From an optimization exercise on the open Yosys and OpenROAD flow, aimed at small area; shortcuts taken in it are not production practice.
In this exercise RTL edits were held to simulation tests only and were not proved equivalent to the original.
No activity file was given, so power comes from the tool's default toggle rates.

## systolic_array_4x4
module systolic_array_4x4
(
    input  logic       clk,
    input  logic       rst,
    input  logic       start_signal,
    input  logic       wen,
    input  logic [7:0] inp_north0,
    input  logic [7:0] inp_north1,
    input  logic [7:0] inp_north2,
    input  logic [7:0] inp_north3,
    input  logic [7:0] inp_west0,
    input  logic [7:0] inp_west1,
    input  logic [7:0] inp_west2,
    input  logic [7:0] inp_west3,
    output logic [4:0] count,
    output logic [7:0] activation_result12,
    output logic [7:0] activation_result13,
    output logic [7:0] activation_result14,
    output logic [7:0] activation_result15
);
export LEC_CHECK = 0
export CAP_MARGIN = 20
export CORE_MARGIN = 2
export CORE_UTILIZATION = 40
export CTS_BUF_LIST = sky130_fd_sc_hd__clkbuf_16
export CTS_CLUSTER_DIAMETER = 100
export CTS_CLUSTER_SIZE = 30
export GPL_TIMING_DRIVEN = 0
export SLEW_MARGIN = 20
export SYNTH_HIERARCHICAL = 1
export SYNTH_MINIMUM_KEEP_SIZE = 0
create_clock -name core_clock -period 7.0 [get_ports {clk}]
standard.sh (not shown) runs the stock make flow with config.mk's settings and CLKGATE_MAP_FILE= SYNTH_SCRIPT=/design/flow/synth_recipe.tcl, a recipe that flattens the netlist after the stock synthesis.
==> flow/flow/run.sh <==
#!/bin/bash
set -euo pipefail
bash standard.sh \
  'BUFFER_PORTS_ARGS=-buffer_cell sky130_fd_sc_hd__buf_1' \
  'CTS_ARGS=-sink_clustering_enable -repair_clock_nets -buf_list sky130_fd_sc_hd__clkbuf_8 -sink_clustering_size 22 -sink_clustering_max_diameter 70 -dont_use_dummy_load' \
  finish > standard.log 2>&1
The baseline went through all stages and came out clean.
Edit:
==> flow/flow/run.sh (replaced) <==
#!/bin/bash
set -euo pipefail
bash standard.sh \
  'BUFFER_PORTS_ARGS=-buffer_cell sky130_fd_sc_hd__buf_1' \
  'CTS_ARGS=-sink_clustering_enable -repair_clock_nets -buf_list {sky130_fd_sc_hd__clkbuf_8 sky130_fd_sc_hd__clkbuf_16} -sink_clustering_size 30 -sink_clustering_max_diameter 100 -dont_use_dummy_load' \
  finish > standard.log 2>&1
What happened: The new run ran to the end with no violations; first-iteration DRC count came out lower by a few percent; via count stays flat; synthesized cell count stays the same; final cell count came out lower slightly; area after synthesis stays the same; utilization hardly moves.
Edit:
==> flow/flow/run.sh (replaced) <==
#!/bin/bash
set -euo pipefail
bash standard.sh \
  'BUFFER_PORTS_ARGS=-buffer_cell sky130_fd_sc_hd__buf_1' \
  'CTS_ARGS=-sink_clustering_enable -repair_clock_nets -buf_list sky130_fd_sc_hd__clkbuf_16 -sink_clustering_size 30 -sink_clustering_max_diameter 100 -dont_use_dummy_load' \
  finish > standard.log 2>&1
- CORE_UTILIZATION: 40 -> 35
The new run completed without violations.
Wire length came out higher by 2.2%.
Worst hold slack gets worse by 0.0074 ns.
Design area came out higher by 1.4%.
Edit:
- CORE_UTILIZATION: 35 -> 50
Result: Synthesized cell count stays the same. Die area goes down by about 30%. Clock skew goes down by 0.026 ns. Setup slack gains 0.037 ns.
Edit:
- CORE_UTILIZATION: 50 -> 40
Effect: The changed run ran to the end with no violations. Combinational power barely changes. Critical path depth increases by 1. Sequential power is about the same. Routed wire length went down by 3.7%. Final cell count went up by 5.3%. Worst setup slack gets better by 0.075 ns. First-iteration DRC count decreases by about 8%. Flip-flop and latch count stays the same.

## run A
systolic_array_4x4, a different RTL version from the one above (not shown whole).
Size: about 3100 cells after synthesis, roughly 110 I/O pins.
Settings: LEC_CHECK=0, CAP_MARGIN=20, CORE_MARGIN=2, CORE_UTILIZATION=40, CTS_BUF_LIST=sky130_fd_sc_hd__clkbuf_16, CTS_CLUSTER_DIAMETER=100, CTS_CLUSTER_SIZE=30, SLEW_MARGIN=20, SYNTH_HIERARCHICAL=1, SYNTH_MINIMUM_KEEP_SIZE=0; clock period 7.0 ns.
run.sh (not shown) runs the stock make flow with config.mk's settings and CLKGATE_MAP_FILE= SYNTH_SCRIPT=/design/flow/synth_recipe.tcl, a recipe that flattens the netlist after the stock synthesis.
Stock flow here: none of the scripts above is used.
Run A completed; timing, DRC and antenna clean
[inputs] run B vs run A
# run A
export LEC_CHECK = 0
export CAP_MARGIN = 20
export CORE_MARGIN = 2
export CORE_UTILIZATION = 40
export CTS_BUF_LIST = sky130_fd_sc_hd__clkbuf_16
export CTS_CLUSTER_DIAMETER = 100
export CTS_CLUSTER_SIZE = 30
export SLEW_MARGIN = 20
export SYNTH_HIERARCHICAL = 1
export SYNTH_MINIMUM_KEEP_SIZE = 0
create_clock -name core_clock -period 7.0 [get_ports {clk}]
# run B
export LEC_CHECK = 0
export CAP_MARGIN = 20
export CORE_MARGIN = 2
export CORE_UTILIZATION = 40
export SLEW_MARGIN = 20
export SYNTH_HIERARCHICAL = 1
export SYNTH_MINIMUM_KEEP_SIZE = 0
create_clock -name core_clock -period 7.0 [get_ports {clk}]
==> run notes <==
Multi-input gate share of the layout cell area: run B vs run A down 1.3 points
Comparing run B and run A, the higher total power is on run B.
Between run B and run A, it is run B whose cell count is higher, by 48.
Xor and xnor area share after synthesis of run A is on par with run B.
Run B vs. run A: final-layout worst hold slack stayed essentially flat, non-clock buffer count stayed essentially flat.
For run C, these inputs were changed with respect to run B:
# run B
export LEC_CHECK = 0
export CAP_MARGIN = 20
export CORE_MARGIN = 2
export CORE_UTILIZATION = 40
export SLEW_MARGIN = 20
export SYNTH_HIERARCHICAL = 1
export SYNTH_MINIMUM_KEEP_SIZE = 0
create_clock -name core_clock -period 7.0 [get_ports {clk}]
# run C
export LEC_CHECK = 0
export CAP_MARGIN = 20
export CORE_MARGIN = 2
export CORE_UTILIZATION = 40
export CTS_BUF_LIST = sky130_fd_sc_hd__clkbuf_8
export CTS_CLUSTER_DIAMETER = 60
export CTS_CLUSTER_SIZE = 18
export SLEW_MARGIN = 20
export SYNTH_HIERARCHICAL = 1
export SYNTH_MINIMUM_KEEP_SIZE = 0
create_clock -name core_clock -period 7.0 [get_ports {clk}]
## What came out
Side by side, worst-skew pair later-pin latency turned out higher in run C than in run B.
Cell with the largest stage delay on the worst path = fa_1: run C; cell with the largest stage delay on the worst path = fa_2: run B
On first-pass GRT wire length, run C tracks run B almost exactly.
Run B → run C: minimum clock period decreased by 0.042 ns relative to the old numbers, flip-flop and latch count closely matched the old numbers, register-to-register slack increased by 0.04 ns relative to the old numbers, critical path depth decreased by 1 relative to the old numbers.
Run C against run B: via count of the first global-routing pass barely changed; cell depth of the worst flop-to-flop path went down 1; design area shrank by 770 um2.

job 2229:
Another version of the RTL of systolic_array_4x4 (not shown whole).
Size: about 3500 cells after synthesis, ~42000 um^2 of cells after synthesis.
export LEC_CHECK = 0
export CAP_MARGIN = 20
export CORE_MARGIN = 2
export CORE_UTILIZATION = 40
export CTS_BUF_LIST = sky130_fd_sc_hd__clkbuf_4
export CTS_CLUSTER_SIZE = 20
export SLEW_MARGIN = 20
export SYNTH_HIERARCHICAL = 1
export SYNTH_MINIMUM_KEEP_SIZE = 0
create_clock -name core_clock -period 7.0 [get_ports {clk}]
Job 2229 was carried through to the last stage, and its layout satisfied the timing, design-rule and antenna checks.
Edits applied to the flow inputs when going from job 2229 to job 5279:
# job 2229
export LEC_CHECK = 0
export CAP_MARGIN = 20
export CORE_MARGIN = 2
export CORE_UTILIZATION = 40
export CTS_BUF_LIST = sky130_fd_sc_hd__clkbuf_4
export CTS_CLUSTER_SIZE = 20
export SLEW_MARGIN = 20
export SYNTH_HIERARCHICAL = 1
export SYNTH_MINIMUM_KEEP_SIZE = 0
create_clock -name core_clock -period 7.0 [get_ports {clk}]
# job 5279
export LEC_CHECK = 0
export CAP_MARGIN = 20
export CORE_MARGIN = 2
export CORE_UTILIZATION = 40
export SLEW_MARGIN = 20
export SYNTH_HIERARCHICAL = 1
export SYNTH_MINIMUM_KEEP_SIZE = 0
create_clock -name core_clock -period 7.0 [get_ports {clk}]
Findings:
- The required time of the critical path in job 5279 sits 390 ps below the value recorded for job 2229.
- Summary of the comparison: headroom to the max-slew limit is higher in job 5279, relative to job 2229.
- Per the comparison of job 5279 with job 2229, hold slack grew by 14 ps, final area +240 um^2, biggest cell delay along the critical path went up.
- When job 5279 is set beside job 2229, its H-tree level count turns out to be 1 smaller.
- The global routing met2 resource utilization of job 2229 and that of job 5279 are within noise of each other.
- Instance count on the critical path: job 5279 vs job 2229 down 3
- On reported net switching power: job 5279 sits above job 2229.

Setup of raven:
systolic_array_4x4, a different RTL version from the one above (not shown whole).
Size: about 3100 cells after synthesis, about 480 flip-flops, ~110 I/O pins, ~38000 sq um of cells after synthesis.
clock: 7.0 ns
lec_check: 0
cap_margin: 20
core_margin: 2
core_utilization: 40
cts_buf_list: sky130_fd_sc_hd__clkbuf_16
cts_cluster_diameter: 100
cts_cluster_size: 30
slew_margin: 20
synth_hierarchical: 1
synth_minimum_keep_size: 0
Setup changes, raven to zinc
- an added GPL_TIMING_DRIVEN of 0
- a change of CORE_UTILIZATION from 40 to 60
==> comparison <==
- zinc finished end to end and its layout was clean on timing, DRC and antenna.
- Cell area | zinc vs raven | zinc smaller
- Measured against zinc, the total of clock buffers placed in the layout of raven comes out at 0.926 times the reference value.
- Against raven, zinc comes in 0.57 points higher on net switching fraction of the power.
- zinc vs raven on minimum setup slack in the final design: zinc is the lower one.
- The die outline width in zinc was lower than what raven gave.
- Going from raven to zinc, worst reg2reg path depth shrank by 2, achievable clock frequency shrank by 0.65 MHz, wire length of the first global-routing pass shrank by about 5%, non-clock buffer count shrank by 100, fraction of area in multi-input gates grew by 1.8 points.
- Compared to raven, the routing of zinc uses less wire.
> inputs changed (zinc -> xenon)
- a change of CORE_UTILIZATION from 60 to 40
--- outcome ---
On reported net switching power, xenon does better than zinc.
Number of clock-tree buffers in the layout of xenon falls short of that of zinc by more than 10%.
Taking zinc as the reference point, the share of layout cells above drive strength 1 of xenon falls by 4.0 points.
For zinc, the capture point of the critical path was res1[1], unlike xenon, where it was res3[0].
Changes observed in xenon relative to zinc: global-route wire length before repair saw a decrease; part of the total power dissipated in combinational logic saw an increase.
Measured against each other, zinc and xenon differ in number of rows created at floorplan, the higher figure coming from xenon.
Comparing zinc and xenon, number of well-tap cells placed is lower on zinc.
Inputs modified between xenon and nickel:
==> flow/flow/run.sh (new file) <==
#!/bin/bash
set -euo pipefail
bash standard.sh \
  'BUFFER_PORTS_ARGS=-buffer_cell sky130_fd_sc_hd__buf_1' \
  'CTS_ARGS=-sink_clustering_enable -repair_clock_nets -buf_list sky130_fd_sc_hd__clkbuf_16 -sink_clustering_size 30 -sink_clustering_max_diameter 100 -dont_use_dummy_load' \
  finish > standard.log 2>&1
==> flow/standard.sh (new file) <==
#!/bin/bash
# synth_recipe.tcl (not shown) runs the flow's synth.tcl, then flattens the netlist and writes it again
# the make line also repeats each setting of config.mk as NAME=value (left out here)
make -C /OpenROAD-flow-scripts/flow DESIGN_CONFIG=/design/flow/config.mk WORK_HOME=/design/flow/orfs CLKGATE_MAP_FILE= SYNTH_SCRIPT=/design/flow/synth_recipe.tcl "${@:-finish}"
removed: flow/run.sh
## What came out
The flow did not stop early for nickel: all stages ran, and the layout cleared the timing, design-rule and antenna checks.
The adder-cell area share of the yosys netlist was comparable across nickel and xenon.
Delta (nickel minus xenon): wire length saw little to no change; routing usage on met1 increased 0.77 points; logic depth of the worst setup path including buffers saw a decrease; number of optimization iterations in the first detailed-route pass rose 1; number of cells on the worst reg-to-reg path now smaller.
Worst-margin pin slew ended up 62 ps lower on nickel than on xenon.
Diff xenon -> nickel: sequential cell area flat; final cell area excluding filler cells down about 2%.

==> re-timing with driven ports <==
Ports are ideal in the flow. The routed layouts listed here were re-timed in OpenROAD.
Step 1 assumes that a clkbuf_16 drives the clock port and a buf_2 every other input.
Step 2 moves the port delays by t, midway between the first and last clock arrival at a register: inputs arrive t later, outputs are due t later. That takes back most of the time a late clock gives input paths.
Slacks: ideal / step 1 / step 2; pairs: ideal / step 1.
run | shift t [ns] | slack for setup (ns) | cell pins on the clock port's net
the first run of note 1 | 0.704 | 0.257 / 0.257 / 0.257 | 1
the second run of note 1 | 0.668 | 0.254 / 0.254 / 0.254 | 1
the third run of note 1 | 0.696 | 0.141 / 0.141 / 0.141 | 1
the fourth run of note 1 | 0.629 | 0.178 / 0.178 / 0.178 | 1
the fifth run of note 1 | 0.668 | 0.254 / 0.254 / 0.254 | 1
run A | 0.655 | 0.167 / 0.167 / 0.167 | 1
run B | 0.673 | 0.168 / 0.168 / 0.168 | 1
run C | 0.744 | 0.210 / 0.210 / 0.210 | 1
job 2229 | 1.058 | 0.204 / 0.204 / -0.576 | 1
job 5279 | 0.687 | 0.180 / 0.187 / -0.459 | 1
raven | 0.678 | 0.199 / 0.199 / 0.199 | 1
zinc | 0.661 | 0.169 / 0.169 / 0.169 | 1
xenon | 0.647 | 0.137 / 0.137 / 0.137 | 1
nickel | 0.634 | 0.088 / 0.088 / 0.088 | 1
With both steps, setup timing fails in job 2229 and job 5279, where it was met with ideal ports. The setup slack of job 2229, which loses most, moves by 0.000 ns with the drivers and by -0.780 ns with both steps.
